What follows belongs to an exercise in optimizing a design on an open flow for small area, a short achievable clock period and few clock cycles per item; a production flow would make more cautious choices.
At most, simulation tests tie the RTL to the original design; equivalence was not proved.
The RTL of run 7 was laid out without a check of its function.
No activity file was given, so power comes from the tool's default toggle rates.

File: flow/flow/run.sh
#!/bin/bash
# Own layout flow: the standard ORFS flow (standard.sh: the unchanged
# synthesis script and registers, the design's clock and constraints), with
# two settings added on the make command line:
#  - the slow OR3 / OR4 cells are marked don't-use, on top of the platform's
#    own list, so synthesis and repair build wide ORs from faster gates;
#  - the port buffers that buffer_ports inserts on every input and output are
#    sky130_fd_sc_hd__buf_2.
# make's output goes to standard.log in the work folder; ORFS writes each
# step's tool log under orfs/logs/.
set -euo pipefail
cd "$(dirname "$0")/.."

PLATFORM_DONT_USE="$(sed -n '/^export DONT_USE_CELLS += /,/^#/p' "$FLOW_HOME/platforms/sky130hd/config.mk" \
  | sed -e 's/export DONT_USE_CELLS += //' -e 's/\\//g' -e 's/^#.*//' | tr -s ' \n' ' ')"

EXTRA=""
for c in or3_1 or3_2 or3_4 or3b_1 or3b_2 or3b_4 \
         or4_1 or4_2 or4_4 or4b_1 or4b_2 or4b_4 or4bb_1 or4bb_2 or4bb_4; do
  EXTRA="$EXTRA sky130_fd_sc_hd__$c"
done

echo "DONT_USE_CELLS=$PLATFORM_DONT_USE $EXTRA" > dont_use.txt
bash standard.sh "DONT_USE_CELLS=$PLATFORM_DONT_USE $EXTRA" \
  "BUFFER_PORTS_ARGS=-buffer_cell sky130_fd_sc_hd__buf_2" finish > standard.log 2>&1
File: flow/standard.sh
#!/bin/bash
# synth_recipe.tcl (not shown) runs the flow's synth.tcl, then flattens the netlist and writes it again
# the make line also repeats each setting of config.mk as NAME=value (left out here)
make -C /OpenROAD-flow-scripts/flow DESIGN_CONFIG=/design/flow/config.mk WORK_HOME=/design/flow/orfs CLKGATE_MAP_FILE= SYNTH_SCRIPT=/design/flow/synth_recipe.tcl "${@:-finish}"
File: flow/config.mk
export PLATFORM = sky130hd
export DESIGN_NAME = priority_semaphore_bank_top
export DESIGN_NICKNAME = priority_semaphore_bank_top
export VERILOG_FILES = /design/flow/design.v
export SDC_FILE = /design/flow/constraint.sdc
export NUM_CORES = 4
export LEC_CHECK = 0
export CAP_MARGIN = 20
export CORE_MARGIN = 2
export CORE_UTILIZATION = 40
export CTS_BUF_LIST = sky130_fd_sc_hd__clkbuf_8
export CTS_CLUSTER_DIAMETER = 80
export CTS_CLUSTER_SIZE = 16
export PLACE_DENSITY = 0.7
export SETUP_SLACK_MARGIN = 2.7
export SLEW_MARGIN = 20
File: flow/constraint.sdc
create_clock -name core_clock -period 5.0 [get_ports {aclk}]
set_input_delay 1.0000 -clock core_clock [delete_from_list [all_inputs] [get_ports {aclk}]]
set_output_delay 1.0000 -clock core_clock [all_outputs]
set_load 0.01 [all_outputs]
File: flow/design.v
package psb_pkg;
    localparam int NUM_SEM    = 8;
    localparam int MAX_TASKS  = 32;
    localparam int CNT_W      = 16;
    localparam int S_TDATA_W  = 48;
    localparam int M_TDATA_W  = 16;
    localparam int CFG_DATA_W = 64;
    localparam logic [1:0] ST_OK      = 2'd0;
    localparam logic [1:0] ST_BLOCKED = 2'd1;
    localparam logic [1:0] ST_REFUSED = 2'd2;
    localparam logic [1:0] ST_TIMEOUT = 2'd3;
endpackage
module psb_prienc (
    input  logic [31:0] vec,
    output logic [31:0] drop,
    output logic [5:0]  prio,
    output logic        two
);
    logic [31:0] s [6];    
    logic [31:0] above;    
    logic [31:0] top;
    logic [15:0] a1, t1;   
    logic [7:0]  a2, t2;
    logic [3:0]  a3, t3;
    logic [1:0]  a4, t4;
    always_comb begin
        s[0] = vec;
        for (int k = 0; k < 5; k++) begin
            for (int i = 0; i < 32; i++) begin
                if (((i >> k) & 1) == 0) s[k+1][i] = s[k][i] | s[k][((i >> k) + 1) << k];
                else                     s[k+1][i] = s[k][i];
            end
        end
        above = {1'b0, s[5][31:1]};
        drop  = vec & above;
        top   = vec & ~above;
        prio  = '0;
        for (int i = 0; i < 32; i++) begin
            prio = prio | ({6{top[i]}} & 6'(i + 1));
        end
        for (int i = 0; i < 16; i++) begin
            a1[i] = vec[2*i] | vec[2*i+1];
            t1[i] = vec[2*i] & vec[2*i+1];
        end
        for (int i = 0; i < 8; i++) begin
            a2[i] = a1[2*i] | a1[2*i+1];
            t2[i] = t1[2*i] | t1[2*i+1] | (a1[2*i] & a1[2*i+1]);
        end
        for (int i = 0; i < 4; i++) begin
            a3[i] = a2[2*i] | a2[2*i+1];
            t3[i] = t2[2*i] | t2[2*i+1] | (a2[2*i] & a2[2*i+1]);
        end
        for (int i = 0; i < 2; i++) begin
            a4[i] = a3[2*i] | a3[2*i+1];
            t4[i] = t3[2*i] | t3[2*i+1] | (a3[2*i] & a3[2*i+1]);
        end
        two = t4[0] | t4[1] | (a4[0] & a4[1]);
    end
endmodule
module psb_core (
    input  logic        aclk,
    input  logic        aresetn,
    input  logic        cfg_mask,     
    input  logic        cfg_counts,   
    input  logic [63:0] cfg_data,
    input  logic [2:0]  rd_sem,       
    input  logic [7:0]  rd_bank,      
    input  logic        ex_fire,
    input  logic [7:0]  ex_we,        
    input  logic [2:0]  sem,          
    input  logic [3:0]  plo,          
    input  logic [7:0]  phi,          
    input  logic        op_wait,      
    input  logic        op_block,     
    input  logic        op_sig,       
    input  logic        op_res,       
    output logic [1:0]  status,
    output logic        rel_valid,
    output logic [5:0]  rel_prio
);
    logic [7:0]  cmask_reg;
    logic [15:0] cnt_reg  [8];
    logic [31:0] mask_reg [8];
    logic [7:0]  any_reg;     
    logic [15:0] c;
    logic [31:0] b;
    logic        z, full, any, cm;
    logic [15:0] rc;
    logic [31:0] rb;
    logic [15:0] pz [5];
    logic [15:0] po [5];
    logic [15:0] lz, lo;
    logic        eq1, eqfe;
    logic [31:0] pbit;
    logic        hit;         
    logic [31:0] drop;
    logic [5:0]  top_prio;
    logic        two;
    logic        dec, inc, blk;
    logic [15:0] cnt_new;
    logic [31:0] mask_new;
    logic        z_new, full_new, any_new;
    logic        keep;
    logic [15:0] cnt_base;
    logic [31:0] mask_wd;
    logic        any_wd;
    logic        rany;
    logic        fwd;
    logic        rcm;
    logic [7:0]  rsel;
    always_ff @(posedge aclk) begin
        if (!aresetn) begin
            cmask_reg <= '0;
        end else if (cfg_mask) begin
            cmask_reg <= cfg_data[7:0];
        end
    end
    always_comb begin
        pz[0] = ~c;
        po[0] = c;
        for (int k = 0; k < 4; k++) begin
            for (int i = 0; i < 16; i++) begin
                if ((i >> k) & 1) begin
                    pz[k+1][i] = pz[k][i] & pz[k][((i >> k) << k) - 1];
                    po[k+1][i] = po[k][i] & po[k][((i >> k) << k) - 1];
                end else begin
                    pz[k+1][i] = pz[k][i];
                    po[k+1][i] = po[k][i];
                end
            end
        end
        lz = {pz[4][14:0], 1'b1};
        lo = {po[4][14:0], 1'b1};
    end
    assign eq1  = c[0] & (c[15:1] == 15'd0);
    assign eqfe = ~c[0] & (c[15:1] == 15'h7FFF);
    always_comb begin
        for (int i = 0; i < 32; i++) pbit[i] = plo[i % 4] & phi[i / 4];
    end
    assign hit = |(b & pbit);
    psb_prienc u_prienc (
        .vec  (b),
        .drop (drop),
        .prio (top_prio),
        .two  (two)
    );
    assign dec     = op_wait & ~z;
    assign inc     = op_sig & ~any & (cm ? ~full : z);
    assign blk     = op_block & z;
    assign cnt_new = c ^ (({16{dec}} & lz) | ({16{inc}} & lo));
    always_comb begin
        mask_new = b;
        if (op_sig)      mask_new = drop;
        else if (op_res) mask_new = b & ~pbit;
        else if (blk)    mask_new = b | pbit;
    end
    assign z_new    = dec ? eq1 : (z & ~inc);
    assign full_new = inc ? eqfe : (full & ~dec);
    assign any_new  = op_sig ? two :
                      op_res ? (two | (any & ~hit)) :
                      (any | blk);
    always_comb begin
        status = psb_pkg::ST_REFUSED;
        if (op_wait) begin
            if (!z)            status = psb_pkg::ST_OK;
            else if (op_block) status = psb_pkg::ST_BLOCKED;
        end else if (op_sig) begin
            if (any | inc)     status = psb_pkg::ST_OK;
        end else if (op_res) begin
            status = hit ? psb_pkg::ST_TIMEOUT : psb_pkg::ST_OK;
        end
    end
    assign rel_valid = op_sig & any;
    assign rel_prio  = op_sig ? top_prio : 6'd0;
    assign keep     = aresetn & ~cfg_counts;
    assign cnt_base = cnt_new & {16{keep}};
    assign mask_wd  = mask_new & {32{keep}};
    assign any_wd   = any_new & keep;
    for (genvar s = 0; s < 8; s++) begin : g_sem
        logic        we;
        logic [7:0]  bt;
        logic [15:0] cw;
        assign bt = cfg_data[8*s +: 8];
        assign we = ~aresetn | cfg_counts | ex_we[s];
        assign cw[15:8] = cnt_base[15:8];
        assign cw[7:0]  = cfg_counts ?
                          {bt[7:1] & {7{cmask_reg[s]}}, cmask_reg[s] ? bt[0] : (bt != 8'd0)} :
                          cnt_base[7:0];
        always_ff @(posedge aclk) begin
            if (we) begin
                cnt_reg[s]  <= cw;
                mask_reg[s] <= mask_wd;
                any_reg[s]  <= any_wd;
            end
        end
    end
    assign fwd  = ex_fire & (rd_sem == sem);
    assign rsel = rd_bank;
    always_comb begin
        rc  = '0;
        rb  = '0;
        rcm = 1'b0;
        rany = 1'b0;
        for (int s = 0; s < 8; s++) begin
            rany = rany | (any_reg[s] & rsel[s]);
            rc  = rc  | (cnt_reg[s]  & {16{rsel[s]}});
            rb  = rb  | (mask_reg[s] & {32{rsel[s]}});
            rcm = rcm | (cmask_reg[s] & rsel[s]);
        end
    end
    always_ff @(posedge aclk) begin
        if (fwd) begin
            c    <= cnt_new;
            b    <= mask_new;
            z    <= z_new;
            full <= full_new;
            any  <= any_new;
        end else begin
            c    <= rc;
            b    <= rb;
            z    <= (rc == 16'd0);
            full <= (rc == 16'hFFFF);
            any  <= rany;
        end
        cm <= rcm;
    end
endmodule
module priority_semaphore_bank_top (
    input  logic         aclk,
    input  logic         aresetn,
    input  logic         s_tvalid,
    output logic         s_tready,
    input  logic [47:0]  s_tdata,
    output logic         m_tvalid,
    input  logic         m_tready,
    output logic [15:0]  m_tdata,
    input  logic         cfg_valid,
    output logic         cfg_ready,
    input  logic [0:0]   cfg_index,
    input  logic [63:0]  cfg_data
);
    typedef struct packed {
        logic [2:0] sem;
        logic [4:0] pidx;
        logic       op_wait;
        logic       op_block;
        logic       op_sig;
        logic       op_res;
    } req_t;
    logic       r_vld, x_vld, o0_vld, o1_vld;
    req_t       r_req, x_req, s_req;
    logic [8:0] o0, o1, rsp;
    logic       s_fire, x_fire, r_move, o_pop;
    logic       r_vld_n, x_vld_n, o0_vld_n, o1_vld_n, r_move_n;
    logic [7:0] bank_n, bank_sel;
    logic       take;
    logic [7:0] ex_we;            
    logic [3:0] x_plo;            
    logic [7:0] x_phi;
    logic [1:0] mode;
    logic [5:0] prio;
    logic       prio_ok, tmo_nz;
    logic [1:0] status;
    logic       rel_valid;
    logic [5:0] rel_prio;
    assign mode    = s_tdata[1:0];
    assign prio    = s_tdata[10:5];
    assign tmo_nz  = |s_tdata[42:11];
    assign prio_ok = (prio != 6'd0) && (prio <= 6'd32);
    assign s_req.sem      = s_tdata[4:2];
    assign s_req.pidx     = prio[4:0] - 5'd1;
    assign s_req.op_wait  = (mode == 2'd0);
    assign s_req.op_block = (mode == 2'd0) && tmo_nz && prio_ok;
    assign s_req.op_sig   = (mode == 2'd1);
    assign s_req.op_res   = (mode == 2'd2) && prio_ok;
    assign cfg_ready = 1'b1;
    assign x_fire   = x_vld && !o1_vld;
    assign r_move   = r_vld && (!x_vld || x_fire);
    assign s_tready = take;
    assign s_fire   = s_tvalid && take;
    assign o_pop    = o0_vld && m_tready;
    always_comb begin
        if (!aresetn) begin
            r_vld_n  = 1'b0;
            x_vld_n  = 1'b0;
            o0_vld_n = 1'b0;
            o1_vld_n = 1'b0;
        end else begin
            r_vld_n = s_fire || (r_vld && !r_move);
            x_vld_n = r_move || (x_vld && !x_fire);
            if (!o0_vld || o_pop) begin
                o0_vld_n = o1_vld || x_fire;
                o1_vld_n = 1'b0;
            end else begin
                o0_vld_n = o0_vld;
                o1_vld_n = o1_vld || x_fire;
            end
        end
        r_move_n = r_vld_n && (!x_vld_n || !o1_vld_n);
        bank_n   = 8'd1 << (r_move_n ? (s_fire ? s_req.sem : r_req.sem) :
                                       (r_move ? r_req.sem : x_req.sem));
    end
    always_ff @(posedge aclk) begin
        r_vld    <= r_vld_n;
        x_vld    <= x_vld_n;
        o0_vld   <= o0_vld_n;
        o1_vld   <= o1_vld_n;
        bank_sel <= bank_n;
        take     <= !r_vld_n || !x_vld_n || !o1_vld_n;
        ex_we    <= (x_vld_n && !o1_vld_n) ?
                    (8'd1 << (r_move ? r_req.sem : x_req.sem)) : 8'd0;
    end
    assign rsp = {rel_prio, rel_valid, status};
    always_ff @(posedge aclk) begin
        if (s_fire) r_req <= s_req;
        if (r_move) begin
            x_req <= r_req;
            x_plo <= 4'd1 << r_req.pidx[1:0];
            x_phi <= 8'd1 << r_req.pidx[4:2];
        end
        if (!o0_vld || o_pop) begin
            o0 <= o1_vld ? o1 : rsp;
        end else if (!o1_vld) begin
            o1 <= rsp;
        end
    end
    psb_core u_core (
        .aclk       (aclk),
        .aresetn    (aresetn),
        .cfg_mask   (cfg_valid && (cfg_index == 1'b0)),
        .cfg_counts (cfg_valid && (cfg_index == 1'b1)),
        .cfg_data   (cfg_data),
        .rd_sem     (r_req.sem),
        .rd_bank    (bank_sel),
        .ex_fire    (x_fire),
        .ex_we      (ex_we),
        .sem        (x_req.sem),
        .plo        (x_plo),
        .phi        (x_phi),
        .op_wait    (x_req.op_wait),
        .op_block   (x_req.op_block),
        .op_sig     (x_req.op_sig),
        .op_res     (x_req.op_res),
        .status     (status),
        .rel_valid  (rel_valid),
        .rel_prio   (rel_prio)
    );
    assign m_tvalid = o0_vld;
    assign m_tdata  = {7'd0, o0};
endmodule
==> summary.txt, run 1 <==
status finished clean; top post-synthesis cells by area edfxtp_1 (61%), a22oi_1 (7.6%), dfxtp_1 (7.5%); CTS H-tree depth 2; HP Start r_req[3]$_DFFE_PP_; ANT cells 0; area grow syn2layout 14.6%; Die Area 56100 µm²; fin crit period 2.53 ns; Synth area leader edfxtp_1; number of flops mapped to enable cells by yosys 441; fmax 0.395 GHz; layout cell share with drive strength beyond 1 0.218; Critical Path AT 2.88 ns; Detailed Routing Iterations Pass 1 6; setup TNS 0 ns; largest net degree at the start of global routing 95; CTS tree built; Seq/Total Area, Yosys 0.686; Row Count 85; max_cap viols 0; post-synth top area share 0.611; Port Buffers 123; via count 15698; power density over the cells 384 nW/µm²; Final GP Congestion 0.978; Worst-Skew Late Latency 0.62 ns; Gate Count Post-Synth 1641; Final WS setup 2.47 ns; endpoints failing setup 0; DRT antenna net count 0; Yosys warning count 8; max reg flops 256; Syn Area/Cell 13.2 µm²; clk slew on worst S/H paths 0.11 ns; max-slew violations 0; worst flop-to-flop path startpoint x_phi[1]$_SDFFCE_PP0P_; DRT iter0 DRCs 1970; antenna violations before repair 1; count of cell types in the netlist 76; core area 53700 µm²; starting density of the core 0.404; Crit path required time 5.35 ns; GR Overflow Total 0; Num CTS Buffers 38; cell with the most instances after synthesis edfxtp_1; Sink Count 522; hold depth 0; HPWL after DPL 35500 µm; number of remaining DRC errors 0; critical path capture point type flip-flop; Pleak 9.13 nW; Final Cycle Share 0.507; r2r endpoint o0[1]$_DFFE_PP_; #FFs+latches synth 522; vias in the first global route 15085; Worst Path Max Fanout 6; final wirelength 65400 µm; Netlist Area Pre-Place 21700 µm²; Chip Height 237 µm; Avg WL per Cell 26.1 µm; CTS root buffer clkbuf_8; reg2reg path depth 6; IO Pins 137; Synth async-reset ratio 0; Via density 6.27; WHS Endpoint x_req[3]$_DFFE_PP_; Crit Path Class reg2reg; Startpoint Class flip-flop; FF-to-FF setup slack 2.47 ns; RSZ-0062 raised after global routing true; Worst Skew 0.0308 ns; first-pass GRT wire length 94600 µm; Hold WC Path Type reg2reg; Main synth FF type edfxtp_1; Final Hold Viols 0; clk buf depth 3; actual slew at the worst max-slew pin 0.878 ns; Max VDD drop 0.000194 V; overall routing resource usage 0.224; Slew headroom 0.413; top cells by count, synth edfxtp_1 (441), a22oi_1 (220), nor2_1 (127); Final Net Count 1899; CTS Hold Bufs 0; Die Span X 237 µm; Setup WS pre-CTS 1.66 ns
## cell type report
type                            count  area (µm²)
Clock buffer                       39         537
Clock inverter                     30         120
Fill cell                        4752       28900
Inverter                           24        90.1
Multi-Input combinational cell    984        6770
Sequential cell                   522       14900
Tap cell                          696         871
Timing Repair Buffer              210        1520
## worst max-delay path, cell delays in order (launching register included)
cell and delay (ns):
edfxtp_1 0.55, buf_4 0.21, a222oi_1 0.55, o22ai_2 0.22
nor3b_4 0.33, a2111oi_2 0.12, a211o_1 0.28
## report_power, final
group          leakage [nW]  internal [mW]  switching (mW)
Sequential             5.35           5.37           0.481
Combinational          3.36          0.625           0.971
Clock                 0.430          0.736            1.35
## through the flow
step	util	area [µm²]	hold WS (ns)	cells	power, mW
2_1_floorplan	-	21700	0.400	1647	6.66
3_3_place_gp	0.427	23000	0.406	2362	7.17
3_5_place_dp	0.427	23000	0.411	2362	7.21
4_1_cts	0.452	24300	0.436	2478	9.39
5_1_grt	0.462	24800	0.453	2505	9.87
6_report	0.462	24800	0.438	2505	9.53
## cell families (layout without fill, tap and decap cells)
group	count (synthesis)	after routing	share of synthesized area
buffers and inverters	146	303	0.0280
AO/OA/AOI/OAI	482	482	0.155
flip-flops	522	522	0.686
other	2	8	0.000347
XOR/XNOR	23	23	0.00929
AND/OR/NAND/NOR	435	440	0.107
adder cells (fa/ha/maj)	1	1	0.000577
multiplexers	30	30	0.0147
## placed cells by master (no fill, tap or decap), drive strengths merged, types with 9 or more instances in the layout
cell      n
edfxtp  441
a22oi   220
buf     209
nor2    128
a21oi    91
dfxtp    81
nand4    65
nand2    60
inv      51
a21o     49
nor4     41
clkbuf   40
nor3     38
o21ai    28
nor2b    26
nand3    21
a31oi    21
mux2i    19
xor2     16
or2      15
and3     14
o22ai    13
mux2     11
nand2b    9
## routing by layer
layer / GRT usage / wire [µm]
met1: 0.299 / 25700
met2: 0.363 / 30500
met5: 0 / 13
met3: 0.0521 / 7200
met4: 0.0687 / 2050
## worst max path at each step
stage / slack, ns / from / endpoint / cells after the start
after floorplan: 2.61 / m_tready / bank_sel[2]$_SDFF_PP0_ / 6
after global placement: 1.75 / cfg_index[0] / u_core.cnt_reg[3][2]$_DFFE_PP_ / 6
after CTS: 2.61 / cfg_index[0] / u_core.cnt_reg[3][1]$_DFFE_PP_ / 6
after detailed placement: 1.66 / cfg_index[0] / u_core.cnt_reg[0][2]$_DFFE_PP_ / 6
final: 2.47 / x_phi[1]$_SDFFCE_PP0P_ / o0[1]$_DFFE_PP_ / 6
after global routing: 2.49 / x_phi[2]$_SDFFCE_PP0P_ / u_core.any_reg[2]$_DFFE_PP_ / 6
## timing repair
action | 4_1_cts | 5_1_grt
cloned | 5 | 1
gates resized for setup | 54 | 87
pin swaps | 20 | 24
buffers inserted | 42 | 26
endpoints found under the setup margin | 704 | 495
hold endpoints to repair | 0 | 0
Testbench counts, summed over its fixed seeds: cycles 19,296, items 19,200.
==> run 2: changes to the inputs <==
--- a/flow/config.mk
+++ b/flow/config.mk
@@ -13,4 +13,3 @@
 export CTS_CLUSTER_SIZE = 16
-export PLACE_DENSITY = 0.7
-export SETUP_SLACK_MARGIN = 2.7
+export SETUP_SLACK_MARGIN = 2.75
 export SLEW_MARGIN = 20
==> run 2 against run 1 <==
Against the previous run: hold slack better by 0.0076 ns; critical path depth unchanged; design area down 0.13%; sequential power about the same; critical endpoint unchanged; final cell count about the same; sequential share of layout area up 0.094 points; maximum frequency up 4.3%; clock-buffer cell count unchanged; register-to-register slack better by 0.10 ns; still clean on timing, DRC and antenna; non-clock buffer count down 4; first-iteration DRC count down 23%; clock power up 3%.
==> summary.txt, run 2 <==
DRT iter0 DRCs 1508 (-23%); fin crit period 2.43 ns (-0.104 ns); worst stage delay on the critical path 0.54 ns (about the same); most frequent cells in the layout edfxtp_1 (441), a22oi_1 (216), buf_2 (123); Buf/Inv on CP 0 (-1); Chip Height 237 µm (unchanged); Synth area leader edfxtp_1; IO Pins 137 (unchanged); cells along the critical path a22oi_2 > nand4_1 > a222oi_1 > nor3b_4 > a2111oi_2 > a211o_1; Pleak 9.13 nW (about the same); HPWL after DPL 37200 µm (+4.8%); max_cap viols 0 (unchanged); fmax 0.411 GHz (+4.3%); critical path capture point type flip-flop; Syn Area/Cell 13.2 µm² (unchanged); clk buf depth 3 (unchanged); overall routing resource usage 0.229 (+0.00560); Startpoint Class flip-flop; number of remaining DRC errors 0 (unchanged); Synth async-reset ratio 0 (unchanged); count of cell types in the netlist 76 (unchanged); largest delay contributor family on the critical path compound AO/OA/AOI/OAI gates; final core occ 0.462 (-0.000606); CP max stage cell edfxtp_1; Final Cycle Share 0.486 (-0.0208); Slew headroom 0.370 (-0.0428); Yosys warning count 8 (unchanged); Gate Count Post-Synth 1641 (unchanged); Placed Area 22900 µm² (-0.34%); endpoints failing setup 0 (unchanged); Setup WS pre-CTS 1.31 ns (-0.352 ns); status finished clean; core area 53700 µm² (unchanged); top cells by count, synth edfxtp_1 (441), a22oi_1 (220), nor2_1 (127); via count 15206 (-3.1%); RSZ-0062 raised after global routing true; final-layout fill cell count 4872 (+2.5%); Final Hold Viols 0 (unchanged); power density over the cells 387 nW/µm² (+0.84%); Hold Slack 0.445 ns (+0.00759 ns); Avg WL per Cell 26.1 µm (-0.11%); clk slew on worst S/H paths 0.11 ns (about the same); top post-synthesis cells by area edfxtp_1 (61%), a22oi_1 (7.6%), dfxtp_1 (7.5%); DRT antenna net count 0 (unchanged); CTS H-tree depth 2 (unchanged); max reg flops 256 (unchanged); cell with the most instances after synthesis edfxtp_1; Max VDD drop 0.000185 V (-4.7%); #FFs+latches synth 522 (unchanged); max-slew violations 0 (unchanged); Post-Layout Cell Count 2506 (+0.040%); actual slew at the worst max-slew pin 0.942 ns (+0.0641 ns); Num CTS Buffers 39 (+2.6%); post-synth top area share 0.611 (unchanged); Worst-Skew Late Latency 0.66 ns (+0.04 ns); CTS tree built; Worst Skew 0.0430 ns (+0.0122 ns); largest net degree at the start of global routing 95 (unchanged); Final WS setup 2.57 ns (+0.104 ns); Critical Path AT 2.79 ns (-0.09 ns); commonest non-fill, non-tap cell in the layout edfxtp_1; setup TNS 0 ns (unchanged); Main synth FF type edfxtp_1; CTS root buffer clkbuf_8; area grow syn2layout 14.4%; Port Buffers 123 (unchanged); number of flops mapped to enable cells by yosys 441 (unchanged); GR Overflow Total 0 (unchanged); layout cell share with drive strength beyond 1 0.229 (+0.0104); Die Area 56100 µm² (unchanged); Sink Count 522 (unchanged); Via density 6.07 (-3.2%); Hold WC Path Type reg2reg; Worst Path Max Fanout 3 (-3); antenna violations before repair 0 (-1); final wirelength 65400 µm (about the same); Seq/Total Area, Yosys 0.686 (unchanged); first-pass GRT wire length 96500 µm (+2.1%); total power 9.60 mW (+0.71%); Detailed Routing Iterations Pass 1 6 (unchanged); ANT cells 0 (unchanged); Final GP Congestion 0.973 (-0.46%); final instance area 24800 µm² (-0.13%); Crit Path Class reg2reg; starting density of the core 0.404 (unchanged); Die Span X 237 µm (unchanged); Row Count 85 (unchanged); Crit path required time 5.36 ns (about the same); vias in the first global route 15173 (+0.58%); Final Net Count 1900 (+0.053%); Placed Cells 2362 (unchanged); Netlist Area Pre-Place 21700 µm² (unchanged)
## run 2: cell counts after synthesis
No cell type changed its count.
## run 2: per-layer routing
metal	track usage	vias to the layer above	wire, µm
li1	-	6732	-
met1	0.304	7643	26700
met2	0.384	703	31900
met3	0.0391	128	4980
met4	0.0746	0	1760
met5	0	-	0
## run 2: final cells by class
class	count	area (µm²)	area share
repair buffers	206	1340	0.0540
inverters	24	91.3	0.00368
well taps	696	871	0.0351
flip-flops and latches	522	14900	0.602
clock inverters	31	133	0.00535
multi-input cells	988	6900	0.278
clock buffers	39	537	0.0216
## run 2: path summary, 6_finish.rpt
check	to	start	slack, ns	depth (start not counted)
setup / recovery	o0[1]$_DFFE_PP_	x_phi[2]$_SDFFCE_PP0P_	2.57	6
hold / removal	x_req[0]$_DFFE_PP_	r_req[0]$_DFFE_PP_	0.45	0
setup reg to reg	o0[1]$_DFFE_PP_	x_phi[2]$_SDFFCE_PP0P_	2.57	6
hold reg to reg	x_req[0]$_DFFE_PP_	r_req[0]$_DFFE_PP_	0.45	0
## run 2: what timing repair did
| item | CTS | global route |
|---|---|---|
| setup endpoints to repair | 826 | 371 |
| resized for setup | 96 | 82 |
| buffers inserted | 38 | 26 |
| endpoints found under the hold margin | 0 | 0 |
| gates cloned | 10 | 0 |
| pin swaps | 22 | 26 |
| hold buffers | 0 | 0 |
## run 2: cell families after synthesis
family	Yosys count	synth area share
flops	522	0.686
compound gates	482	0.155
simple gates	435	0.107
buf+inv	146	0.0280
mux	30	0.0147
xor+xnor	23	0.00929
other cells	2	0.000347
fa+ha+maj	1	0.000577
## run 2: power by group
part / internal, mW / switching (mW) / leakage [nW]
Sequential: 5.37 / 0.457 / 5.35
Combinational: 0.643 / 0.984 / 3.35
Clock: 0.745 / 1.39 / 0.437
## run 2: worst register-to-register path, delay by kind of cell, from the launching register on
family	cells	cell delay (ns)
compound gates	4	1.14
flops	1	0.54
simple gates	2	0.46
==> run 3: changes to the inputs <==
--- a/flow/config.mk
+++ b/flow/config.mk
@@ -10,6 +10,6 @@
 export CORE_UTILIZATION = 40
-export CTS_BUF_LIST = sky130_fd_sc_hd__clkbuf_8
+export CTS_BUF_LIST = sky130_fd_sc_hd__clkbuf_16
 export CTS_CLUSTER_DIAMETER = 80
-export CTS_CLUSTER_SIZE = 16
-export SETUP_SLACK_MARGIN = 2.75
+export CTS_CLUSTER_SIZE = 24
+export SETUP_SLACK_MARGIN = 2.7
 export SLEW_MARGIN = 20
==> run 3 against run 2 <==
Against the previous run: combinational power down 4%; sequential share of layout area up 0.46 points; register-to-register slack better by 0.09 ns; clock skew down 0.022 ns; critical path type unchanged; largest power group unchanged.
==> summary.txt, run 3 <==
critical path capture point type flip-flop; cells along the critical path a222oi_1 > nand2_1 > a222oi_1 > nor3b_4 > buf_4 > a21oi_4 > nor3_4; Gate Count Post-Synth 1641 (unchanged); Row Count 85 (unchanged); Yosys warning count 8 (unchanged); IO Pins 137 (unchanged); Buf/Inv on CP 1 (+1); cell with the most instances after synthesis edfxtp_1; Avg WL per Cell 25.6 µm (-1.8%); Worst Skew 0.0211 ns (-0.0219 ns); Final Net Count 1867 (-1.7%); GR Overflow Total 0 (unchanged); Detailed Routing Iterations Pass 1 5 (-1); number of remaining DRC errors 0 (unchanged); Port Buffers 123 (unchanged); Final Hold Viols 0 (unchanged); Crit path required time 5.38 ns (+0.02 ns); Pleak 9.00 nW (-1.5%); Final Cycle Share 0.467 (-0.0190); vias in the first global route 14950 (-1.5%); count of cell types in the netlist 76 (unchanged); CTS tree built; DRT iter0 DRCs 1457 (-3.4%); max reg flops 256 (unchanged); final instance area 24600 µm² (-0.87%); endpoints failing setup 0 (unchanged); Chip Height 237 µm (unchanged); top cells by count, synth edfxtp_1 (441), a22oi_1 (220), nor2_1 (127); final-layout fill cell count 4799 (-1.5%); max-slew violations 0 (unchanged); Syn Area/Cell 13.2 µm² (unchanged); top post-synthesis cells by area edfxtp_1 (61%), a22oi_1 (7.6%), dfxtp_1 (7.5%); Seq/Total Area, Yosys 0.686 (unchanged); Crit Path Class reg2reg; Die Span X 237 µm (unchanged); #FFs+latches synth 522 (unchanged); worst stage delay on the critical path 0.51 ns (-0.03 ns); overall routing resource usage 0.219 (-0.0105); CTS Hold Bufs 0 (unchanged); antenna violations before repair 0 (unchanged); Final GP Congestion 0.980 (+0.67%); DRT antenna net count 0 (unchanged); power density over the cells 399 nW/µm² (+3.0%); Num CTS Buffers 27 (-31%); ANT cells 0 (unchanged); most frequent cells in the layout edfxtp_1 (441), a22oi_1 (219), buf_2 (123); Synth area leader edfxtp_1; status finished clean; setup TNS 0 ns (unchanged); clk buf depth 3 (unchanged); Netlist Area Pre-Place 21700 µm² (unchanged); Placed Area 22900 µm² (about the same); largest net degree at the start of global routing 95 (unchanged); Main synth FF type edfxtp_1; core area 53700 µm² (unchanged); Max VDD drop 0.000243 V (+31%); HP Start r_req[3]$_DFFE_PP_; total power 9.80 mW (+2.1%); Startpoint Class flip-flop; via count 15080 (-0.83%); clk slew on worst S/H paths 0.10 ns (about the same); Hold WC Path Type reg2reg; CTS root buffer clkbuf_16; worst flop-to-flop path startpoint x_phi[6]$_SDFFCE_PN0P_; max_cap viols 0 (unchanged); starting density of the core 0.404 (unchanged); Sink Count 522 (unchanged); CTS H-tree depth 1 (-1); HPWL after DPL 36400 µm (-2.1%); most frequent CP cell a222oi_1; Setup WS pre-CTS 1.60 ns (+0.286 ns); first-pass GRT wire length 93600 µm (-3.0%); actual slew at the worst max-slew pin 0.873 ns (-0.0695 ns); Synth async-reset ratio 0 (unchanged); number of flops mapped to enable cells by yosys 441 (unchanged); CP max stage cell edfxtp_1; Via density 6.12 (+0.86%); Critical Path AT 2.72 ns (-0.07 ns); post-synth top area share 0.611 (unchanged); fmax 0.428 GHz (+4.1%); Slew headroom 0.417 (+0.0464); Die Area 56100 µm² (unchanged); Final WS setup 2.66 ns (+0.0948 ns); crit path launch x_phi[6]$_SDFFCE_PN0P_; largest delay contributor family on the critical path compound AO/OA/AOI/OAI gates; Worst Path Max Fanout 8 (+5); final wirelength 63100 µm (-3.4%); Worst-Skew Late Latency 0.59 ns (-0.07 ns); RSZ-0062 raised after global routing true; fin crit period 2.34 ns (-0.0948 ns); commonest non-fill, non-tap cell in the layout edfxtp_1; layout cell share with drive strength beyond 1 0.202 (-0.0262); area grow syn2layout 13.4%
## run 3: area by class of cell
class	count	area, µm²	share of cell area
Clock buffer	27	676	0.0275
Multi-Input combinational cell	988	6760	0.275
Clock inverter	22	126	0.00514
Tap cell	696	871	0.0354
Timing Repair Buffer	185	1140	0.0465
Sequential cell	522	14900	0.607
Inverter	24	91.3	0.00372
## run 3: worst reg2reg max path, stage by stage, from the launching register on
cell	delay (ns)
edfxtp_1	0.51
a222oi_1	0.36
nand2_1	0.09
a222oi_1	0.34
nor3b_4	0.31
buf_4	0.16
a21oi_4	0.06
nor3_4	0.28
## run 3: path summary, 6_finish.rpt
check	endpoint	slack [ns]	cells after the start
worst max-delay path	u_core.any_reg[7]$_DFFE_PP_	2.66	7
worst max register to register	u_core.any_reg[7]$_DFFE_PP_	2.66	7
worst min register to register	x_req[3]$_DFFE_PP_	0.44	0
worst min-delay path	x_req[3]$_DFFE_PP_	0.44	0
## run 3: metal layers
layer	share of wire	wire length, µm	global-route usage	vias up
met3	0.066	4190	0.0268	126
met4	0.031	1930	0.0614	0
met5	0	0	0	-
met2	0.49	31000	0.373	686
met1	0.41	26000	0.296	7604
li1	-	-	-	6664
## run 3: what timing repair did
action / in CTS / in global routing
buffers inserted: 29 / 13
pin swaps: 18 / 17
resized for setup: 77 / 60
endpoints found under the setup margin: 827 / 363
cloned: 9 / 1
## run 3: cell families (layout without fill, tap and decap cells)
group | Yosys count | in the layout | share of synthesized area
flip-flops | 522 | 522 | 0.686
adder cells (fa/ha/maj) | 1 | 1 | 0.000577
multiplexers | 30 | 30 | 0.0147
other | 2 | 8 | 0.000347
XOR/XNOR | 23 | 23 | 0.00929
AO/OA/AOI/OAI | 482 | 482 | 0.155
AND/OR/NAND/NOR | 435 | 444 | 0.107
buffers and inverters | 146 | 258 | 0.0280
## run 3: metrics by stage
stage	std cells	hold slack, ns	utilization
floorplan	1647	0.400	-
global placement	2363	0.410	0.426
detailed placement	2363	0.420	0.426
CTS	2450	0.434	0.451
global route	2464	0.450	0.458
finish	2464	0.444	0.458
## run 3: power breakdown
group,internal [mW],total [mW],switching (mW)
combinational,0.598,1.56,0.960
clock,1.02,2.43,1.41
sequential,5.37,5.81,0.446
total,6.98,9.80,2.82
==> run 4: changes to the inputs <==
--- a/flow/flow/run.sh
+++ b/flow/flow/run.sh
@@ -4,3 +4,3 @@
 # two settings added on the make command line:
-#  - the slow OR3 / OR4 cells are marked don't-use, on top of the platform's
+#  - the slow OR2 / OR3 / OR4 cells are marked don't-use, on top of the platform's
 #    own list, so synthesis and repair build wide ORs from faster gates;
@@ -17,3 +17,4 @@
 EXTRA=""
-for c in or3_1 or3_2 or3_4 or3b_1 or3b_2 or3b_4 \
+for c in or2_0 or2_1 or2_2 or2_4 or2b_1 or2b_2 or2b_4 \
+         or3_1 or3_2 or3_4 or3b_1 or3b_2 or3b_4 \
          or4_1 or4_2 or4_4 or4b_1 or4b_2 or4b_4 or4bb_1 or4bb_2 or4bb_4; do
--- a/flow/config.mk
+++ b/flow/config.mk
@@ -10,5 +10,5 @@
 export CORE_UTILIZATION = 40
-export CTS_BUF_LIST = sky130_fd_sc_hd__clkbuf_16
+export CTS_BUF_LIST = sky130_fd_sc_hd__clkbuf_8
 export CTS_CLUSTER_DIAMETER = 80
-export CTS_CLUSTER_SIZE = 24
+export CTS_CLUSTER_SIZE = 16
 export SETUP_SLACK_MARGIN = 2.7
==> run 4 against run 3 <==
Against the previous run: maximum frequency is 2.5% lower; hold slack worse by 0.013 ns; first-iteration DRC count is 16% higher; flip-flop and latch count stayed put; via count is 0.42% higher; highest routed layer unchanged; sequential share of layout area is 0.48 points higher; die area hardly changed.
==> summary.txt, run 4 <==
final wirelength 63600 µm (+0.68%); layout cell share with drive strength beyond 1 0.202 (about the same); starting density of the core 0.404 (about the same); Synth area leader edfxtp_1; Yosys warning count 8 (unchanged); power density over the cells 388 nW/µm² (-2.7%); Sink Count 522 (unchanged); #FFs+latches synth 522 (unchanged); Chip Height 237 µm (about the same); top post-synthesis cells by area edfxtp_1 (61%), a22oi_1 (7.6%), dfxtp_1 (7.5%); max-slew violations 0 (unchanged); r2r endpoint o0[1]$_DFFE_PP_; Critical Path AT 2.53 ns (-0.19 ns); clk slew on worst S/H paths 0.10 ns (about the same); Row Count 85 (unchanged); vias in the first global route 14997 (+0.31%); crit path launch cfg_index[0]; Gate Count Post-Synth 1646 (+0.30%); DRT iter0 DRCs 1683 (+16%); cell with the most instances after synthesis edfxtp_1; Die Span X 237 µm (about the same); largest net degree at the start of global routing 92 (-3.2%); Main synth FF type edfxtp_1; Final Cycle Share 0.479 (+0.0119); HP Start r_req[3]$_DFFE_PP_; number of remaining DRC errors 0 (unchanged); Startpoint Class input port; Placed Area 22900 µm² (about the same); Worst-Skew Late Latency 0.65 ns (+0.06 ns); ANT cells 0 (unchanged); most frequent cells in the layout edfxtp_1 (441), a22oi_1 (216), buf_2 (123); FF-to-FF setup slack 2.77 ns (+0.11 ns); DRT antenna net count 0 (unchanged); area grow syn2layout 12.6%; Hold WC Path Type reg2reg; Final GP Congestion 0.941 (-3.9%); Slew headroom 0.272 (-0.144); Syn Area/Cell 13.2 µm² (-0.29%); Avg WL per Cell 25.6 µm (-0.13%); Crit path required time 5.14 ns (-0.24 ns); first-pass GRT wire length 94100 µm (+0.52%); actual slew at the worst max-slew pin 1.09 ns (+0.218 ns); Synth async-reset ratio 0 (unchanged); commonest non-fill, non-tap cell in the layout edfxtp_1; number of flops mapped to enable cells by yosys 441 (unchanged); core area 53700 µm² (unchanged); Via density 6.10 (-0.39%); CTS root buffer clkbuf_8; HPWL after DPL 36000 µm (-0.95%); Num CTS Buffers 39 (+44%); reg2reg path depth 7 (unchanged); max_cap viols 0 (unchanged); Crit Path Class in2reg; GR Overflow Total 0 (unchanged); post-synth top area share 0.611 (about the same); fmax 0.418 GHz (-2.5%); Max VDD drop 0.000246 V (+1.5%); top cells by count, synth edfxtp_1 (441), a22oi_1 (218), nor2_1 (124); Pleak 8.96 nW (-0.46%); final instance area 24400 µm² (-0.76%); overall routing resource usage 0.221 (+0.00242); CTS tree built; fin crit period 2.39 ns (+0.0596 ns); via count 15143 (+0.42%); critical path capture point type flip-flop; worst flop-to-flop path startpoint x_phi[2]$_SDFFCE_PP0P_; antenna violations before repair 1 (+1); total power 9.47 mW (-3.4%); setup TNS 0 ns (unchanged); Detailed Routing Iterations Pass 1 5 (unchanged); Worst Setup EP u_core.mask_reg[6][21]$_DFFE_PP_; status finished clean; count of cell types in the netlist 68 (-11%); Seq/Total Area, Yosys 0.686 (about the same); Netlist Area Pre-Place 21700 µm² (about the same); max reg flops 256 (unchanged); endpoints failing setup 0 (unchanged); Final Net Count 1878 (+0.59%); Final Hold Viols 0 (unchanged); IO Pins 137 (unchanged); Worst Skew 0.0419 ns (+0.0208 ns); RSZ-0062 raised after global routing true; clk buf depth 3 (unchanged); Worst Path Max Fanout 24 (+16); CTS Hold Bufs 0 (unchanged); CTS H-tree depth 2 (+1); Port Buffers 123 (unchanged); Die Area 56100 µm² (about the same)
[run 4: changes by cell type in the layout (fill, tap and decap cells not counted), moves of 5 or more]
cell | before | now
and2_1 | 4 | 13
inv_1 | 40 | 50
or2_4 | 16 | 0
a21o_1 | 49 | 44
and2_2 | 3 | 8
nor2_1 | 108 | 99
clkbuf_8 | 0 | 39
clkbuf_16 | 28 | 0
nand2b_4 | 0 | 9
nand2_1 | 57 | 80
nand3_1 | 21 | 14
[run 4: routing by layer]
layer  vias up  part of all wire  global-route usage
met3       138             0.076              0.0335
met5         -                 0                   0
met2       692              0.48               0.369
met1      7646              0.42               0.302
met4         0             0.029              0.0633
li1       6667                 -                   -
[run 4: worst max-delay path, cell delays in order]
cell	delay, ns
buf_2	0.16
nand2_4	0.14
and2_4	0.48
nand2b_2	0.71
[run 4: how the worst min path moves through the flow]
stage / to / slack (ns) / depth (start not counted)
5_1_grt: x_req[3]$_DFFE_PP_ / 0.45 / 0
2_1_floorplan: x_req[0]$_DFFE_PP_ / 0.40 / 0
3_5_place_dp: x_req[3]$_DFFE_PP_ / 0.41 / 0
6_report: x_req[3]$_DFFE_PP_ / 0.43 / 0
3_3_place_gp: x_req[3]$_DFFE_PP_ / 0.41 / 0
4_1_cts: x_req[3]$_DFFE_PP_ / 0.44 / 0
[run 4: layout make-up]
type | instances | area (µm²)
Fill cell | 4812 | 29300
Sequential cell | 522 | 14900
Multi-Input combinational cell | 987 | 6690
Timing Repair Buffer | 186 | 1150
Tap cell | 696 | 871
Clock buffer | 39 | 537
Clock inverter | 31 | 138
Inverter | 23 | 86.3
[run 4: cell families (layout without fill, tap and decap cells)]
family                   Yosys count  count (layout)  share of synthesized area
flip-flops                       522             522                      0.686
other                              2               8                   0.000346
XOR/XNOR                          23              23                    0.00929
AND/OR/NAND/NOR                  454             455                      0.110
buffers and inverters            144             279                     0.0270
multiplexers                      32              32                     0.0158
adder cells (fa/ha/maj)            1               1                   0.000577
AO/OA/AOI/OAI                    468             468                      0.151
[run 4: timing repair]
| action | CTS | global route |
|---|---|---|
| resized for setup | 70 | 47 |
| cloned | 0 | 1 |
| setup buffers | 29 | 22 |
| pin swaps | 12 | 6 |
| endpoints found under the setup margin | 635 | 697 |
[run 4: stage by stage]
step | cells | setup WS, ns | utilization | hold WS [ns]
detailed placement | 2362 | 1.81 | 0.426 | 0.414
global placement | 2362 | 1.90 | 0.426 | 0.413
floorplan | 1652 | 2.65 | - | 0.400
global route | 2484 | 2.56 | 0.454 | 0.452
CTS | 2461 | 2.61 | 0.448 | 0.441
finish | 2484 | 2.61 | 0.454 | 0.430
[run 4: report_power, final]
part	internal [mW]	total, mW	switching (mW)
logic	0.575	1.50	0.925
clock network	0.748	2.13	1.38
registers	5.37	5.84	0.468
total	6.69	9.47	2.77
==> run 5: changes to the inputs <==
--- a/flow/flow/run.sh
+++ b/flow/flow/run.sh
@@ -4,3 +4,3 @@
 # two settings added on the make command line:
-#  - the slow OR2 / OR3 / OR4 cells are marked don't-use, on top of the platform's
+#  - the slow OR3 / OR4 / NOR4 cells are marked don't-use, on top of the platform's
 #    own list, so synthesis and repair build wide ORs from faster gates;
@@ -17,5 +17,5 @@
 EXTRA=""
-for c in or2_0 or2_1 or2_2 or2_4 or2b_1 or2b_2 or2b_4 \
-         or3_1 or3_2 or3_4 or3b_1 or3b_2 or3b_4 \
-         or4_1 or4_2 or4_4 or4b_1 or4b_2 or4b_4 or4bb_1 or4bb_2 or4bb_4; do
+for c in or3_1 or3_2 or3_4 or3b_1 or3b_2 or3b_4 \
+         or4_1 or4_2 or4_4 or4b_1 or4b_2 or4b_4 or4bb_1 or4bb_2 or4bb_4 \
+         nor4_1 nor4_2 nor4_4 nor4b_1 nor4b_2 nor4b_4 nor4bb_1 nor4bb_2 nor4bb_4; do
   EXTRA="$EXTRA sky130_fd_sc_hd__$c"
==> run 5 against run 4 <==
Against the previous run: power up 0.62%; synthesized cell count rose by 1.0%; critical path depth is 1 lower; final cell count grew 1.1%; register-to-register slack got worse by 0.09 ns; non-clock buffer count increased by 2; global-route usage increased by 0.29 points; largest cell class unchanged.
==> summary.txt, run 5 <==
status finished clean; Synth async-reset ratio 0 (unchanged); Port Buffers 123 (unchanged); starting density of the core 0.405 (+0.00169); Crit path required time 5.15 ns (about the same); Switching Fraction 0.294 (+0.00158); Internal Power 6.72 mW (+0.40%); Final GP Congestion 0.955 (+1.5%); Avg WL per Cell 25.6 µm (+0.13%); max_cap viols 0 (unchanged); Row Count 85 (unchanged); setup TNS 0 ns (unchanged); Worst-Skew Late Latency 0.64 ns (about the same); ANT cells 0 (unchanged); HP Start r_req[0]$_DFFE_PP_; #FFs+latches synth 522 (unchanged); crit path launch aresetn; Gate Count Post-Synth 1663 (+1.0%); critical path capture point type flip-flop; Pleak 9.11 nW (+1.7%); worst flop-to-flop path startpoint x_phi[4]$_SDFFCE_PN0P_; IO Pins 137 (unchanged); Max VDD drop 0.000242 V (-1.6%); Detailed Routing Iterations Pass 1 6 (+1); fmax 0.418 GHz (about the same); Sink Count 522 (unchanged); max-slew violations 0 (unchanged); area grow syn2layout 12.8%; Synth area leader edfxtp_1; post-synth top area share 0.607 (-0.00375); most frequent cells in the layout edfxtp_1 (441), a22oi_1 (215), nor2_1 (152); final-layout fill cell count 4882 (+1.5%); layout cell share with drive strength beyond 1 0.203 (about the same); vias in the first global route 15195 (+1.3%); Hold Slack 0.435 ns (+0.00405 ns); CTS root buffer clkbuf_8; count of cell types in the netlist 80 (+18%); Worst Skew 0.0455 ns (+0.00360 ns); Netlist Area Pre-Place 21800 µm² (+0.62%); number of remaining DRC errors 0 (unchanged); top cells by count, synth edfxtp_1 (441), a22oi_1 (215), nor2_1 (185); Clk pwr share 0.225 (about the same); Die Span X 238 µm (+0.30%); Num CTS Buffers 38 (-2.6%); via count 15146 (+0.020%); final wirelength 64400 µm (+1.3%); Hold WC Path Type reg2reg; antenna violations before repair 1 (unchanged); Die Area 56400 µm² (+0.61%); Via density 6.03 (-1.1%); max reg flops 256 (unchanged); commonest non-fill, non-tap cell in the layout edfxtp_1; overall routing resource usage 0.224 (+0.00288); cell with the most instances after synthesis edfxtp_1; Final Hold Viols 0 (unchanged); Main synth FF type edfxtp_1; Yosys warning count 8 (unchanged); Final Net Count 1907 (+1.5%); GR Overflow Total 0 (unchanged); Startpoint Class input port; Logic pwr share 0.166 (+0.007); actual slew at the worst max-slew pin 1.05 ns (-0.0397 ns); DRT antenna net count 0 (unchanged); Flop pwr share 0.609 (-0.008); RSZ-0062 raised after global routing true; CTS H-tree depth 2 (unchanged); first-pass GRT wire length 94700 µm (+0.61%); Chip Height 238 µm (+0.30%); CTS tree built; largest net degree at the start of global routing 101 (+9.8%); power density over the cells 387 nW/µm² (-0.22%); clk buf depth 3 (unchanged); Final Cycle Share 0.479 (about the same); HPWL after DPL 37200 µm (+3.2%); top post-synthesis cells by area edfxtp_1 (61%), dfxtp_1 (7.4%), a22oi_1 (7.4%); Crit Path Class in2reg; DRT iter0 DRCs 1370 (-19%); Syn Area/Cell 13.1 µm² (-0.41%); fin crit period 2.39 ns (-0.00212 ns); Worst Path Max Fanout 24 (unchanged); Seq/Total Area, Yosys 0.682 (-0.00421); number of flops mapped to enable cells by yosys 441 (unchanged); clk slew on worst S/H paths 0.11 ns (about the same); P_sw 2.80 mW (+1.2%); Critical Path AT 2.55 ns (+0.02 ns); Slew headroom 0.299 (+0.0265); endpoints failing setup 0 (unchanged); core area 53800 µm² (+0.20%)
-- run 5: cell types whose count changed after synthesis, moves of 5 or more --
cell,before,now
buf_2,5,20
a22o_1,2,13
mux2_2,14,5
and2_1,22,9
nand2_1,82,53
a31oi_1,16,29
and4_1,1,6
or2_2,0,5
a21o_1,44,51
buf_1,13,27
nor4_1,31,0
clkbuf_1,93,51
nor2_1,124,185
-- run 5: worst paths after layout --
path	end	slack, ns	cells past startpoint
max reg2reg	o0[0]$_DFFE_PP_	2.68	7
min	x_req[0]$_DFFE_PP_	0.43	0
min reg2reg	x_req[0]$_DFFE_PP_	0.43	0
max	u_core.mask_reg[6][27]$_DFFE_PP_	2.61	3
-- run 5: critical path, stage by stage --
cell and delay (ns):
buf_2 0.26, and2_4 0.54, nand2b_2 0.71
-- run 5: layout make-up --
type / count / area, µm² / share of cell area
inverters: 23 / 86.3 / 0.00351
clock inverters: 30 / 144 / 0.00585
multi-input cells: 1015 / 6860 / 0.279
clock buffers: 38 / 523 / 0.0213
repair buffers: 188 / 1210 / 0.0493
flip-flops and latches: 522 / 14900 / 0.606
well taps: 696 / 871 / 0.0354
-- run 5: cells by family after synthesis --
kind of cell	synth area share
buf+inv	0.0274
xor+xnor	0.00958
mux	0.0114
flops	0.682
other cells	0.000344
fa+ha+maj	0.00103
simple gates	0.105
compound gates	0.164
-- run 5: metal layers --
layer | global-route usage | wire length, µm
met3 | 0.0341 | 3810
met4 | 0.0726 | 1870
met5 | 0 | 0
met1 | 0.296 | 27200
met2 | 0.381 | 31500
-- run 5: metrics by stage --
stage | instances | instance area [µm²] | power (mW) | util | setup slack [ns]
6_report | 2512 | 24600 | 9.52 | 0.457 | 2.61
4_1_cts | 2496 | 24200 | 9.47 | 0.450 | 2.62
3_5_place_dp | 2389 | 23000 | 7.29 | 0.428 | 1.82
3_3_place_gp | 2389 | 23000 | 7.26 | 0.428 | 1.85
5_1_grt | 2512 | 24600 | 9.92 | 0.457 | 2.55
2_1_floorplan | 1669 | 22000 | 6.69 | - | 2.60
-- run 5: power by group through the flow --
stage	combinational [mW]	clock (mW)	sequential [mW]
finish	1.58	2.14	5.80
global route	1.72	2.35	5.85
CTS	1.51	2.19	5.77
floorplan	1.05	0	5.64
global placement	1.40	0	5.86
detailed placement	1.41	0	5.88
-- run 5: repair_timing --
action,CTS,global route
pin swaps,10,16
gates cloned,4,0
endpoints found under the setup margin,480,616
setup buffers,35,16
gates resized for setup,59,60
hold buffers,0,0
==> run 6: changes to the inputs <==
--- a/flow/flow/run.sh
+++ b/flow/flow/run.sh
@@ -4,3 +4,3 @@
 # two settings added on the make command line:
-#  - the slow OR3 / OR4 / NOR4 cells are marked don't-use, on top of the platform's
+#  - the slow OR3 / OR4 / AND4 / MUX4 cells are marked don't-use, on top of the platform's
 #    own list, so synthesis and repair build wide ORs from faster gates;
@@ -19,3 +19,3 @@
          or4_1 or4_2 or4_4 or4b_1 or4b_2 or4b_4 or4bb_1 or4bb_2 or4bb_4 \
-         nor4_1 nor4_2 nor4_4 nor4b_1 nor4b_2 nor4b_4 nor4bb_1 nor4bb_2 nor4bb_4; do
+         mux4_1 mux4_2 mux4_4 and4_1 and4_2 and4_4 and4b_1 and4b_2 and4b_4 and4bb_1 and4bb_2 and4bb_4; do
   EXTRA="$EXTRA sky130_fd_sc_hd__$c"
==> run 6 against run 5 <==
Against the previous run: maximum frequency fell by 0.43%; synthesized area down 0.56%; design area hardly changed; global-route usage is 0.85 points higher; first-iteration DRC count up 19%; critical path depth rose by 4; via count is 1.1% higher; die area down 0.55%; flip-flop and latch count is the same.
==> summary.txt, run 6 <==
Synth async-reset ratio 0 (unchanged); area grow syn2layout 13.4%; final instance area 24600 µm² (about the same); Switching Fraction 0.295 (+0.000717); largest delay contributor family on the critical path compound AO/OA/AOI/OAI gates; Num CTS Buffers 39 (+2.6%); core area 53700 µm² (-0.20%); Buf/Inv on CP 1 (unchanged); Seq/Total Area, Yosys 0.685 (+0.00385); Port Buffers 123 (unchanged); Crit Path Class reg2reg; Logic pwr share 0.167 (about the same); Netlist Area Pre-Place 21700 µm² (-0.56%); antenna violations before repair 1 (unchanged); max_cap viols 0 (unchanged); CTS H-tree depth 2 (unchanged); Via density 6.14 (+1.9%); Placed Area 22900 µm² (-0.47%); DRT antenna net count 0 (unchanged); reg2reg path depth 7 (unchanged); overall routing resource usage 0.233 (+0.00850); P_sw 2.82 mW (+0.71%); commonest non-fill, non-tap cell in the layout edfxtp_1; count of cell types in the netlist 70 (-13%); power density over the cells 389 nW/µm² (+0.52%); Synth area leader edfxtp_1; Worst Skew 0.0235 ns (-0.0221 ns); Startpoint Class flip-flop; Yosys warning count 8 (unchanged); CTS root buffer clkbuf_8; Post-Layout Cell Count 2493 (-0.76%); CTS Hold Bufs 0 (unchanged); Detailed Routing Iterations Pass 1 6 (unchanged); Final Hold Viols 0 (unchanged); WHS Endpoint x_req[1]$_DFFE_PP_; vias in the first global route 15360 (+1.1%); CP max stage cell edfxtp_1; clk slew on worst S/H paths 0.11 ns (about the same); Max VDD drop 0.000184 V (-24%); Final Net Count 1887 (-1.0%); layout cell share with drive strength beyond 1 0.214 (+0.0117); actual slew at the worst max-slew pin 0.946 ns (-0.105 ns); max-slew violations 0 (unchanged); hold depth 0 (unchanged); Die Span X 237 µm (-0.28%); Final GP Congestion 0.964 (+0.91%); Chip Height 237 µm (-0.28%); final wirelength 66500 µm (+3.3%); Row Count 85 (unchanged); critical path capture point type flip-flop; Avg WL per Cell 26.7 µm (+4.1%); Gate Count Post-Synth 1628 (-2.1%); top cells by count, synth edfxtp_1 (441), a22oi_1 (213), nor2_1 (120); top post-synthesis cells by area edfxtp_1 (61%), dfxtp_1 (7.5%), a22oi_1 (7.4%); via count 15311 (+1.1%); HPWL after DPL 38000 µm (+2.2%); Sink Count 522 (unchanged); status finished clean; worst stage delay on the critical path 0.52 ns (-0.19 ns); Flop pwr share 0.609 (about the same); fmax 0.416 GHz (-0.43%); worst flop-to-flop path startpoint x_phi[4]$_SDFFCE_PN0P_; first-pass GRT wire length 97400 µm (+2.9%); Critical Path AT 2.81 ns (+0.26 ns); r2r endpoint u_core.any_reg[3]$_DFFE_PP_; Main synth FF type edfxtp_1; cell with the most instances after synthesis edfxtp_1; Setup WS pre-CTS 1.69 ns (-0.131 ns); clk buf depth 3 (unchanged); HP Start r_req[1]$_DFFE_PP_; number of flops mapped to enable cells by yosys 441 (unchanged); FF-to-FF setup slack 2.60 ns (-0.08 ns); Die Area 56100 µm² (-0.55%); setup TNS 0 ns (unchanged); GR Overflow Total 0 (unchanged); DRT iter0 DRCs 1634 (+19%); IO Pins 137 (unchanged); Worst Path Max Fanout 8 (-67%); final-layout fill cell count 4862 (-0.41%); Worst-Skew Late Latency 0.63 ns (about the same); starting density of the core 0.404 (-0.00148); Internal Power 6.74 mW (+0.36%); #FFs+latches synth 522 (unchanged); Final Cycle Share 0.481 (+0.00206); Pleak 9.08 nW (-0.34%); Placed Cells 2362 (-1.1%); cells along the critical path a22o_1 > a22o_1 > a2111o_1 > nor3_4 > buf_6 > a21oi_4 > nor3_4; most frequent cells in the layout edfxtp_1 (441), a22oi_1 (213), buf_2 (123); Crit path required time 5.41 ns (+0.26 ns); endpoints failing setup 0 (unchanged); largest net degree at the start of global routing 93 (-7.9%); Clk pwr share 0.224 (about the same); number of remaining DRC errors 0 (unchanged); Hold WC Path Type reg2reg; fin crit period 2.40 ns (+0.0103 ns); RSZ-0062 raised after global routing true; post-synth top area share 0.611 (+0.00343); Final WS setup 2.60 ns (-0.0103 ns); CTS tree built; Slew headroom 0.368 (+0.0688); max reg flops 256 (unchanged); Syn Area/Cell 13.3 µm² (+1.6%)
[run 6: cell count changes after synthesis, sizes merged, moves of 9 or more]
cell    previous run  this run
nor2             191       123
clkbuf            52        79
buf               60        36
nand3             11        25
a21oi             87        78
a22o              13         4
nor4               0        36
nand2             54        64
[run 6: logic make-up (layout without fill, tap and decap cells)]
logic type	after synthesis	count (layout)	share of synthesized area
compound gates	479	479	0.156
xor+xnor	23	23	0.00929
fa+ha+maj	1	1	0.000577
buf+inv	139	292	0.0273
flops	522	522	0.685
mux	32	32	0.0161
other cells	2	9	0.000346
simple gates	430	439	0.105
[run 6: worst register-to-register path: cells and delay by family, from the launching register on]
family | cells | cell delay, ns
buffers and inverters | 1 | 0.14
DFF | 1 | 0.52
and+or+nand+nor | 2 | 0.52
AOI/OAI and AO/OA | 4 | 0.99
[run 6: stage by stage]
| stage | power, mW | utilization | hold WS, ns |
|---|---|---|---|
| 2_1_floorplan | 6.66 | - | 0.400 |
| 3_3_place_gp | 7.24 | 0.427 | 0.407 |
| 5_1_grt | 9.94 | 0.458 | 0.454 |
| 4_1_cts | 9.50 | 0.451 | 0.430 |
| 6_report | 9.57 | 0.458 | 0.428 |
| 3_5_place_dp | 7.27 | 0.427 | 0.405 |
[run 6: cell type report]
class	instances	area, µm²	area share
flip-flops and latches	522	14900	0.607
clock buffers	40	551	0.0224
well taps	696	871	0.0354
clock inverters	29	126	0.00514
repair buffers	199	1260	0.0511
inverters	24	90.1	0.00366
diodes	1	2.50	0.000102
multi-input cells	982	6770	0.275
[run 6: power by group through the flow]
stage                     sequential, mW  clock [mW]  combinational [mW]
after floorplan                     5.64           0                1.02
after global placement              5.88           0                1.36
after detailed placement            5.89           0                1.38
after CTS                           5.80        2.19                1.50
after global routing                5.87        2.33                1.73
final                               5.83        2.14                1.60
[run 6: worst max path at each step]
stage	startpoint	endpoint	cells past startpoint
after detailed placement	cfg_valid	u_core.mask_reg[3][17]$_DFFE_PP_	4
after global placement	cfg_index[0]	u_core.mask_reg[2][17]$_DFFE_PP_	4
after global routing	x_phi[4]$_SDFFCE_PN0P_	u_core.any_reg[3]$_DFFE_PP_	7
final	x_phi[4]$_SDFFCE_PN0P_	u_core.any_reg[3]$_DFFE_PP_	7
after CTS	u_core.b[28]$_DFF_P_	u_core.mask_reg[2][12]$_DFFE_PP_	7
after floorplan	m_tready	bank_sel[2]$_SDFF_PP0_	6
[run 6: repair_timing]
item / CTS / global route
pin swaps: 13 / 18
gates resized for setup: 69 / 66
setup endpoints to repair: 790 / 357
gates cloned: 8 / 1
buffers inserted: 34 / 18
[run 6: layer usage]
metal,up-vias,global-route usage,share of wire
met1,7689,0.309,0.41
met5,-,0,0
met4,0,0.0959,0.040
met2,736,0.379,0.47
li1,6697,-,-
met3,189,0.0406,0.082
==> run 7: changes to the inputs <==
--- a/flow/design.v
+++ b/flow/design.v
@@ -20,3 +20,2 @@
     logic [31:0] above;    
-    logic [31:0] top;
     logic [15:0] a1, t1;   
@@ -35,6 +34,10 @@
         drop  = vec & above;
-        top   = vec & ~above;
         prio  = '0;
-        for (int i = 0; i < 32; i++) begin
-            prio = prio | ({6{top[i]}} & 6'(i + 1));
+        for (int k = 0; k < 6; k++) begin
+            for (int lo = 0; lo < 32; lo++) begin
+                if ((((lo + 1) >> k) & 1) == 1 && (lo == 0 || ((lo >> k) & 1) == 0)) begin
+                    if (lo + (1 << k) > 31) prio[k] = prio[k] | s[5][lo];
+                    else prio[k] = prio[k] | (s[5][lo] & ~s[5][lo + (1 << k)]);
+                end
+            end
         end
--- a/flow/flow/run.sh
+++ b/flow/flow/run.sh
@@ -4,3 +4,3 @@
 # two settings added on the make command line:
-#  - the slow OR3 / OR4 / AND4 / MUX4 cells are marked don't-use, on top of the platform's
+#  - the slow OR3 / OR4 cells are marked don't-use, on top of the platform's
 #    own list, so synthesis and repair build wide ORs from faster gates;
@@ -18,4 +18,3 @@
 for c in or3_1 or3_2 or3_4 or3b_1 or3b_2 or3b_4 \
-         or4_1 or4_2 or4_4 or4b_1 or4b_2 or4b_4 or4bb_1 or4bb_2 or4bb_4 \
-         mux4_1 mux4_2 mux4_4 and4_1 and4_2 and4_4 and4b_1 and4b_2 and4b_4 and4bb_1 and4bb_2 and4bb_4; do
+         or4_1 or4_2 or4_4 or4b_1 or4b_2 or4b_4 or4bb_1 or4bb_2 or4bb_4; do
   EXTRA="$EXTRA sky130_fd_sc_hd__$c"
==> run 7 against run 6 <==
Against the previous run: non-clock buffer count shrank 12; combinational power grew 4%; power grew 1.7%; routed wire length shrank 3.1%; synthesized cell count grew 0.37%; worst setup slack lost 0.043 ns; still clean on timing, DRC and antenna; register-to-register slack gained 0.14 ns; largest cell class unchanged; highest routed layer unchanged.
==> summary.txt, run 7 <==
GR Overflow Total 0 (unchanged); number of remaining DRC errors 0 (unchanged); top cells by count, synth edfxtp_1 (441), a22oi_1 (215), nor2_1 (118); Chip Height 237 µm (+0.20%); worst stage delay on the critical path 0.66 ns (+0.14 ns); DRT iter0 DRCs 1615 (-1.2%); HPWL after DPL 38400 µm (+1.1%); top post-synthesis cells by area edfxtp_1 (61%), dfxtp_1 (7.4%), a22oi_1 (7.4%); Crit path required time 5.14 ns (-0.27 ns); overall routing resource usage 0.221 (-0.0117); Detailed Routing Iterations Pass 1 6 (unchanged); via count 14959 (-2.3%); FF-to-FF setup slack 2.74 ns (+0.14 ns); r2r endpoint u_core.any_reg[0]$_DFFE_PP_; Slew headroom 0.335 (-0.0332); actual slew at the worst max-slew pin 0.998 ns (+0.0517 ns); max reg flops 256 (unchanged); Final WS setup 2.55 ns (-0.0427 ns); worst flop-to-flop path startpoint u_core.b[19]$_DFF_P_; Startpoint Class input port; clk buf depth 3 (unchanged); count of cell types in the netlist 79 (+13%); CTS tree built; cell with the most instances after synthesis edfxtp_1; final-layout fill cell count 4836 (-0.53%); Synth async-reset ratio 0 (unchanged); Final Hold Viols 0 (unchanged); Seq/Total Area, Yosys 0.683 (-0.00280); max_cap viols 0 (unchanged); fmax 0.409 GHz (-1.7%); Die Span X 237 µm (+0.20%); hold depth 0 (unchanged); Worst Path Max Fanout 49 (+41); Yosys warning count 8 (unchanged); crit path launch aresetn; Via density 6.06 (-1.3%); Synth area leader edfxtp_1; number of flops mapped to enable cells by yosys 441 (unchanged); HP Start r_req[1]$_DFFE_PP_; status finished clean; first-pass GRT wire length 93600 µm (-3.9%); starting density of the core 0.405 (+0.000853); vias in the first global route 14676 (-4.5%); antenna violations before repair 1 (unchanged); total power 9.73 mW (+1.7%); Main synth FF type edfxtp_1; #FFs+latches synth 522 (unchanged); critical path capture point type flip-flop; core area 53800 µm² (+0.20%); Sink Count 522 (unchanged); WHS Endpoint x_req[1]$_DFFE_PP_; commonest non-fill, non-tap cell in the layout edfxtp_1; CTS root buffer clkbuf_8; final core occ 0.455 (-0.00237); Syn Area/Cell 13.3 µm² (about the same); largest net degree at the start of global routing 76 (-18%); CTS Hold Bufs 0 (unchanged); Avg WL per Cell 26.1 µm (-2.2%); Critical Path AT 2.58 ns (-0.23 ns); cells along the critical path buf_2 > and2_4 > nand2b_4; Die Area 56300 µm² (+0.41%); Netlist Area Pre-Place 21800 µm² (+0.41%); Num CTS Buffers 39 (unchanged); Max VDD drop 0.000184 V (about the same); Pleak 9.03 nW (-0.57%); Port Buffers 123 (unchanged); power density over the cells 397 nW/µm² (+2.0%); DRT antenna net count 0 (unchanged); max-slew violations 0 (unchanged); Post-Layout Cell Count 2469 (-0.96%); Crit Path Class in2reg; Final GP Congestion 0.993 (+3.0%); Gate Count Post-Synth 1634 (+0.37%); endpoints failing setup 0 (unchanged); CTS H-tree depth 2 (unchanged); Final Net Count 1863 (-1.3%); reg2reg path depth 8 (+1); Worst-Skew Late Latency 0.64 ns (about the same); Setup WS pre-CTS 1.97 ns (+0.282 ns); setup TNS 0 ns (unchanged); Worst Skew 0.0460 ns (+0.0226 ns); multi-input logic area 6730 µm² (-0.65%); IO Pins 137 (unchanged); clk slew on worst S/H paths 0.10 ns (about the same); Final Cycle Share 0.489 (+0.00854); RSZ-0062 raised after global routing true; Row Count 85 (unchanged); fin crit period 2.45 ns (+0.0427 ns); final wirelength 64400 µm (-3.1%); CP max stage cell nand2b_4; Register Area 14900 µm² (about the same); Hold WC Path Type reg2reg; layout cell share with drive strength beyond 1 0.201 (-0.0129); area grow syn2layout 12.5%; most frequent cells in the layout edfxtp_1 (441), a22oi_1 (215), buf_2 (123); post-synth top area share 0.608 (-0.00249); Placed Cells 2347 (-0.64%)
[run 7: changes by cell type in the layout (fill, tap and decap cells not counted), moves of 6 or more]
cell,previous run,this run
a31oi_1,29,15
a22o_1,4,17
buf_4,65,52
or2_4,14,1
nand3_1,25,13
and2_1,4,15
nor3_1,28,19
nand2b_4,0,8
dfxtp_1,58,51
dfxtp_2,13,20
a32o_1,0,6
nand2_1,61,67
nor3b_1,4,10
[run 7: per-stage QoR]
step / area [µm²] / hold slack, ns
6_report: 24500 / 0.440
5_1_grt: 24500 / 0.458
4_1_cts: 24100 / 0.438
3_5_place_dp: 23000 / 0.408
3_3_place_gp: 23000 / 0.407
2_1_floorplan: 21900 / 0.400
[run 7: worst max-delay path by stage]
| stage | to | slack (ns) |
|---|---|---|
| 2_1_floorplan | bank_sel[4]$_SDFF_PN0_ | 2.70 |
| 3_3_place_gp | u_core.mask_reg[6][30]$_DFFE_PP_ | 1.97 |
| 3_5_place_dp | u_core.mask_reg[7][18]$_DFFE_PP_ | 1.97 |
| 4_1_cts | u_core.mask_reg[1][18]$_DFFE_PP_ | 2.63 |
| 5_1_grt | u_core.mask_reg[1][18]$_DFFE_PP_ | 2.52 |
| 6_report | u_core.mask_reg[1][18]$_DFFE_PP_ | 2.55 |
[run 7: cells by family after synthesis]
kind of cell,after synthesis,share of synthesized area
xor+xnor,23,0.00960
compound gates,470,0.154
mux,33,0.0160
flops,522,0.683
simple gates,437,0.109
buf+inv,144,0.0269
other cells,2,0.000345
fa+ha+maj,3,0.00161
[run 7: timing repair]
item / CTS / global route
buffers inserted: 35 / 13
setup endpoints to repair: 648 / 678
gates cloned: 0 / 3
endpoints found under the hold margin: 0 / 0
resized for setup: 55 / 50
pin swaps: 15 / 10
[run 7: final cells by class]
| class | instances | area share |
|---|---|---|
| Timing Repair Buffer | 187 | 0.0505 |
| Inverter | 18 | 0.00276 |
| Antenna cell | 1 | 0.000102 |
| Clock inverter | 31 | 0.00562 |
| Tap cell | 696 | 0.0355 |
| Clock buffer | 39 | 0.0219 |
| Sequential cell | 522 | 0.609 |
| Multi-Input combinational cell | 975 | 0.275 |
[run 7: critical path: cells and delay by family]
kind / cells / cell delay (ns)
and+or+nand+nor: 2 / 1.25
buffers and inverters: 1 / 0.27
[run 7: layer usage]
metal,GRT usage,vias to the layer above,part of all wire
met5,0,-,0
li1,-,6624,-
met2,0.360,687,0.47
met1,0.303,7534,0.42
met4,0.0787,0,0.030
met3,0.0324,114,0.077
[run 7: power by group]
part | internal (mW) | switching, mW | leakage [nW]
logic | 0.649 | 1.02 | 3.25
registers | 5.41 | 0.518 | 5.34
clock network | 0.746 | 1.38 | 0.441
total | 6.81 | 2.92 | 9.03

Re-timed with assumed drivers on the ports (clkbuf_16 on the clock, buf_2 on other inputs), run 7 has 2.585 ns of setup slack against 2.554 ns with ideal ports, and 1.918 ns once port delays also move by the mid clock arrival of 0.667 ns.
